Source: an optimization exercise on an open RTL-to-GDS flow (aim: small area). Production flows keep margins and buffers that such runs may drop.
Function was checked by simulation only, so behaviour that the tests miss may differ from the original.
Power is estimated from default activity; no workload was simulated. The clock port is modelled as an ideal driver; clocking choices that lean on that would not hold on a real chip.

==> flow/design.v <==
`default_nettype none
package rv32_pkg;
    localparam logic [6:0] OPC_OP     = 7'b0110011;
    localparam logic [6:0] OPC_OP_IMM = 7'b0010011;
    localparam logic [6:0] OPC_LUI    = 7'b0110111;
    localparam logic [6:0] OPC_AUIPC  = 7'b0010111;
    localparam logic [6:0] OPC_BRANCH = 7'b1100011;
    localparam logic [6:0] OPC_JAL    = 7'b1101111;
    localparam logic [6:0] OPC_JALR   = 7'b1100111;
endpackage
`default_nettype wire
`timescale 1ns/1ns
`default_nettype none
module rv32i_core #(
    parameter logic [31:0] RESET_PC = '0
) (
    input  logic             clk,
    input  logic             rst,
    output logic [31:0]      imem_addr,
    input  logic [31:0]      imem_data,
    output logic             wb_valid,
    output logic [4:0]       wb_rd,
    output logic [31:0]      wb_data
);
    localparam logic [2:0] S_FETCH = 3'd0;   
    localparam logic [2:0] S_LD2   = 3'd1;   
    localparam logic [2:0] S_K0    = 3'd2;   
    localparam logic [2:0] S_K1    = 3'd3;
    localparam logic [2:0] S_K2    = 3'd4;
    localparam logic [2:0] S_K3    = 3'd5;
    localparam logic [2:0] S_CLR   = 3'd7;   
    logic [4:0] p;
    logic [2:0] st;
    logic       clr;
    logic       last;      
    assign last = &p;
    assign clr  = st == S_CLR;
    logic [31:0] ins;
    logic [2:0]  f3;
    logic [4:0]  rd;
    logic        is_op, is_opimm, is_lui, is_auipc, is_br, is_jal, is_jalr;
    logic        is_alu, is_shift, is_slt, is_jump, writes, rdnz, uses2;
    assign ins      = imem_data;
    assign f3       = ins[14:12];
    assign rd       = ins[11:7];
    assign is_op    = ins[6:0] == rv32_pkg::OPC_OP;
    assign is_opimm = ins[6:0] == rv32_pkg::OPC_OP_IMM;
    assign is_lui   = ins[6:0] == rv32_pkg::OPC_LUI;
    assign is_auipc = ins[6:0] == rv32_pkg::OPC_AUIPC;
    assign is_br    = ins[6:0] == rv32_pkg::OPC_BRANCH;
    assign is_jal   = ins[6:0] == rv32_pkg::OPC_JAL;
    assign is_jalr  = ins[6:0] == rv32_pkg::OPC_JALR;
    assign is_alu   = is_op || is_opimm;
    assign is_shift = is_alu && f3[1:0] == 2'b01;
    assign is_slt   = is_alu && f3[2:1] == 2'b01;
    assign is_jump  = is_jal || is_jalr;
    assign writes   = is_alu || is_lui || is_auipc || is_jump;
    assign rdnz     = rd != 5'd0;
    assign uses2    = is_op || is_br;
    logic f_ld2, f_exec, f_cmp, f_copy, f_shift, f_wb, f_npc;
    always_comb begin
        f_ld2   = 1'b0;
        f_exec  = 1'b0;
        f_cmp   = 1'b0;
        f_copy  = 1'b0;
        f_shift = 1'b0;
        f_wb    = 1'b0;
        f_npc   = 1'b0;
        if (!clr) begin
            f_ld2 = st == S_LD2;
            if (is_shift) begin
                f_copy  = st == S_K0;
                f_shift = st == S_K1;
                f_wb    = st == S_K2;
                f_npc   = st == S_K3;
            end else if (is_slt) begin
                f_cmp   = st == S_K0;
                f_exec  = st == S_K1;
                f_npc   = st == S_K2;
            end else if (is_br) begin
                f_cmp   = st == S_K0;
                f_npc   = st == S_K1;
            end else begin
                f_exec  = st == S_K0;
                f_npc   = st == S_K1;
            end
        end
    end
    always_ff @(posedge clk) begin
        if (rst) begin
            p   <= 5'd0;
            st  <= S_CLR;
        end else begin
            p <= p + 5'd1;
            if (last) begin
                if (clr || f_npc) st <= S_FETCH;
                else if (st == S_FETCH) st <= uses2 ? S_LD2 : S_K0;
                else st <= st + 3'd1;
            end
        end
    end
    logic [31:0] rbit;        
    logic        rd_we;       
    logic        rd_in;       
    logic [3:0]  wsel_hi;     
    logic [7:0]  wsel_lo;     
    assign rbit[0] = 1'b0;
    always_comb begin
        for (int i = 0; i < 4; i++) wsel_hi[i] = clr || (rd_we && rd[4:3] == i[1:0]);
        for (int i = 0; i < 8; i++) wsel_lo[i] = clr || rd[2:0] == i[2:0];
    end
    for (genvar r = 1; r < 32; r++) begin : g_reg
        logic [31:0] ring;
        always_ff @(posedge clk) begin
            ring <= {(wsel_hi[r / 8] && wsel_lo[r % 8]) ? (rd_in && !clr) : ring[0],
                     ring[31:1]};
        end
        assign rbit[r] = ring[0];
    end
    logic [4:0] sel;
    logic       ra;
    always_comb begin
        if (f_ld2) sel = ins[24:20];
        else if (f_wb) sel = rd;
        else sel = ins[19:15];
    end
    assign ra = rbit[sel];
    logic [13:2] pc;
    logic [31:0] pc_full;
    logic        pc_bit;
    logic        load;
    logic [31:0] bw;           
    logic        bw_in;
    logic [31:0] bw_next;
    assign pc_full   = {18'd0, pc, 2'b00};
    assign pc_bit    = pc_full[p];
    assign load      = (clr || f_npc) && last;
    assign bw_next   = {bw_in, bw[31:1]};
    assign imem_addr = pc_full;
    always_ff @(posedge clk) begin
        if (load) pc <= bw_next[13:2];
        bw <= bw_next;
    end
    logic fmt_i, fmt_u, fmt_b, fmt_j;
    logic imm;
    assign fmt_u = is_lui || is_auipc;
    assign fmt_b = is_br;
    assign fmt_j = is_jal;
    assign fmt_i = !(fmt_u || fmt_b || fmt_j);
    logic [3:0]  k_hi;
    logic        m_hi, m_mid, m_b;
    logic [1:0]  k_b;
    logic [15:0] ins_hi;
    logic [3:0]  ins_12, ins_16, ins_8;
    assign ins_hi = ins[31:16];
    assign ins_12 = ins[15:12];
    assign ins_16 = ins[19:16];
    assign ins_8  = ins[11:8];
    assign k_hi  = p[4] ? p[3:0] : {p[3] ^ p[2], !p[2], p[1:0]};
    assign m_hi  = ins_hi[k_hi];
    assign m_mid = p[2] ? ins_12[p[1:0]] : ins_16[p[1:0]];
    assign k_b   = {p[1] ~^ p[0], !p[0]};
    assign m_b   = ins_8[k_b];
    always_comb begin
        if (p == 5'd0) begin
            imm = fmt_i && m_hi;
        end else if (p <= 5'd4) begin
            imm = fmt_b ? m_b : (!fmt_u && m_hi);
        end else if (p <= 5'd10) begin
            imm = !fmt_u && m_hi;
        end else if (p == 5'd11) begin
            imm = fmt_b ? ins[7] : fmt_j ? ins[20] : (fmt_i && ins[31]);
        end else if (p <= 5'd19) begin
            imm = (fmt_u || fmt_j) ? m_mid : ins[31];
        end else if (p <= 5'd30) begin
            imm = fmt_u ? m_hi : ins[31];
        end else begin
            imm = ins[31];
        end
    end
    logic take;
    logic use_pc, use_four, sub;
    logic a, b, bx, cin, sum, cout;
    logic carry;
    logic cond;                
    assign take = is_jump || (is_br && cond);
    assign use_pc   = f_npc ? !(take && is_jalr) : (is_auipc || is_jump);
    assign use_four = f_npc ? !take : is_jump;
    assign sub      = f_cmp || (f_exec && is_op && f3 == 3'b000 && ins[30])
                      || (f_copy && !f3[2]);
    assign a    = use_pc ? pc_bit : (ra && !f_copy);
    assign b    = use_four ? (p == 5'd2) : (uses2 && !f_npc) ? bw[0] : imm;
    assign bx   = b ^ sub;
    assign cin  = (p == 5'd0) ? sub : carry;
    assign sum  = a ^ bx ^ cin;
    assign cout = (a & bx) | (a & cin) | (bx & cin);
    logic lt_s, lt_u, eq, cond_d;
    assign lt_u = !cout;
    assign lt_s = (a ^ b) ? a : !cout;
    assign eq   = !(cond || (a ^ b));
    always_comb begin
        case (f3)
            3'b000:  cond_d = is_br && eq;
            3'b001:  cond_d = is_br && !eq;
            3'b010:  cond_d = !is_br && lt_s;
            3'b011:  cond_d = !is_br && lt_u;
            3'b100:  cond_d = lt_s;
            3'b101:  cond_d = !lt_s;
            3'b110:  cond_d = lt_u;
            default: cond_d = !lt_u;
        endcase
    end
    always_ff @(posedge clk) begin
        carry <= cout;
        if (f_cmp) cond <= last ? cond_d : ((p != 5'd0 && cond) || (a ^ b));
        else if (last && f_copy) cond <= ra;
    end
    logic [4:0] tap;
    logic       left, arith;
    logic       in_range;    
    logic       valid;
    logic       shres;
    assign left   = !f3[2];
    assign arith  = ins[30];
    logic [5:0] cy;
    assign cy[0] = 1'b0;
    for (genvar i = 0; i < 5; i++) begin : g_cy
        assign cy[i + 1] = (p[i] && tap[i]) || (cy[i] && (p[i] || tap[i]));
    end
    assign in_range = !cy[5];
    assign valid  = left ? (!in_range || tap == 5'd0) : in_range;
    assign shres  = valid ? bw[tap] : (!left && arith && cond);
    always_ff @(posedge clk) begin
        if (f_copy && p < 5'd5) tap <= {sum, tap[4:1]};
    end
    logic res;
    always_comb begin
        if (is_lui) begin
            res = b;
        end else if (is_slt) begin
            res = (p == 5'd0) && cond;
        end else if (is_alu) begin
            case (f3)
                3'b100:  res = a ^ b;
                3'b110:  res = a | b;
                3'b111:  res = a & b;
                default: res = sum;
            endcase
        end else begin
            res = sum;
        end
    end
    always_comb begin
        rd_we = 1'b0;
        rd_in = res;
        bw_in = res;
        if (clr) begin
            bw_in = 1'b0;
        end else if (f_ld2) begin
            bw_in = ra;
        end else if (f_exec) begin
            rd_we = writes && !is_jalr;
        end else if (f_copy) begin
            bw_in = ra;
        end else if (f_shift) begin
            rd_we = 1'b1;
            rd_in = shres;
            bw_in = bw[0];
        end else if (f_wb) begin
            bw_in = ra;
        end else if (f_npc) begin
            rd_we = is_jalr;
            rd_in = bw[0];
            bw_in = sum;
        end
    end
    assign wb_valid = f_npc && p == 5'd0 && writes && rdnz;
    assign wb_rd    = rd;
    assign wb_data  = bw;
endmodule
`default_nettype wire
Settings: LEC_CHECK=0, ABC_AREA=1, CAP_MARGIN=20, CORE_MARGIN=2, CORE_UTILIZATION=45, PLACE_DENSITY=0.6, SLEW_MARGIN=20; clock period 8.5 ns.
standard.sh (not shown) runs the stock make flow with config.mk's settings and CLKGATE_MAP_FILE= SYNTH_SCRIPT=/design/flow/synth_recipe.tcl, a recipe that flattens the netlist after the stock synthesis.
==> flow/flow/run.sh <==
#!/bin/bash
# Standard layout with three changes:
#  - ABC maps for area only (map -a) instead of the buffering/sizing area script;
#    registers are mapped before ABC runs, so they are the standard synthesis's
#  - CTS builds large sink clusters of clkbuf_16 and adds no dummy loads
#  - ports are buffered with buf_1
set -euo pipefail
cp -r "$FLOW_HOME/scripts" ./myscripts
printf 'strash\ndch\nmap -a\nmfs2\nstrash\ndch\nmap -a\ntopo\n' > ./myscripts/abc_area.script
export CTS_ARGS="-sink_clustering_enable -repair_clock_nets -dont_use_dummy_load -sink_clustering_size 35 -sink_clustering_max_diameter 120 -buf_list {sky130_fd_sc_hd__clkbuf_16}"
export BUFFER_PORTS_ARGS="-buffer_cell sky130_fd_sc_hd__buf_1"
bash standard.sh finish SCRIPTS_DIR="$PWD/myscripts" > standard.log 2>&1
The starting point produced a clean layout.
Change:
Settings changed: CORE_UTILIZATION 45 to 55, PLACE_DENSITY 0.6 to 0.7.
Power barely changes.
Global-route usage rose by 4.0 points.
Core utilization rose by 11 points.
Sequential power is about the same.
Worst setup slack gains 0.056 ns.
Wire length rose by 5.5%.
Die area fell by about 18%.
Clock-buffer cell count is unchanged.
Final area fell by 0.49%.

port drivers added, routing unchanged:
How much do the figures lean on ideal ports? The routed layouts below were timed once more, with nothing changed but the port constraints.
Step 1: set_driving_cell puts a clkbuf_16 on clk and a buf_2 on each other input, an assumption about the parent block.
Step 2 moves the port delays by t, midway between the first and last clock arrival at a register: inputs arrive t later, outputs are due t later. That takes back most of the time a late clock gives input paths.
a / b / c = ideal / step 1 / step 2; a / b = the first two.
run | t, ns | slack for setup (ns) | pins driven straight from the clock port
the first run | 0.617 | 1.259 / 1.283 / 0.666 | 1
the second run | 0.617 | 1.315 / 1.322 / 0.705 | 1
After both steps every run listed still meets setup and hold. The setup slack of the second run, which loses most, moves by +0.007 ns with the drivers and by -0.610 ns with both steps.
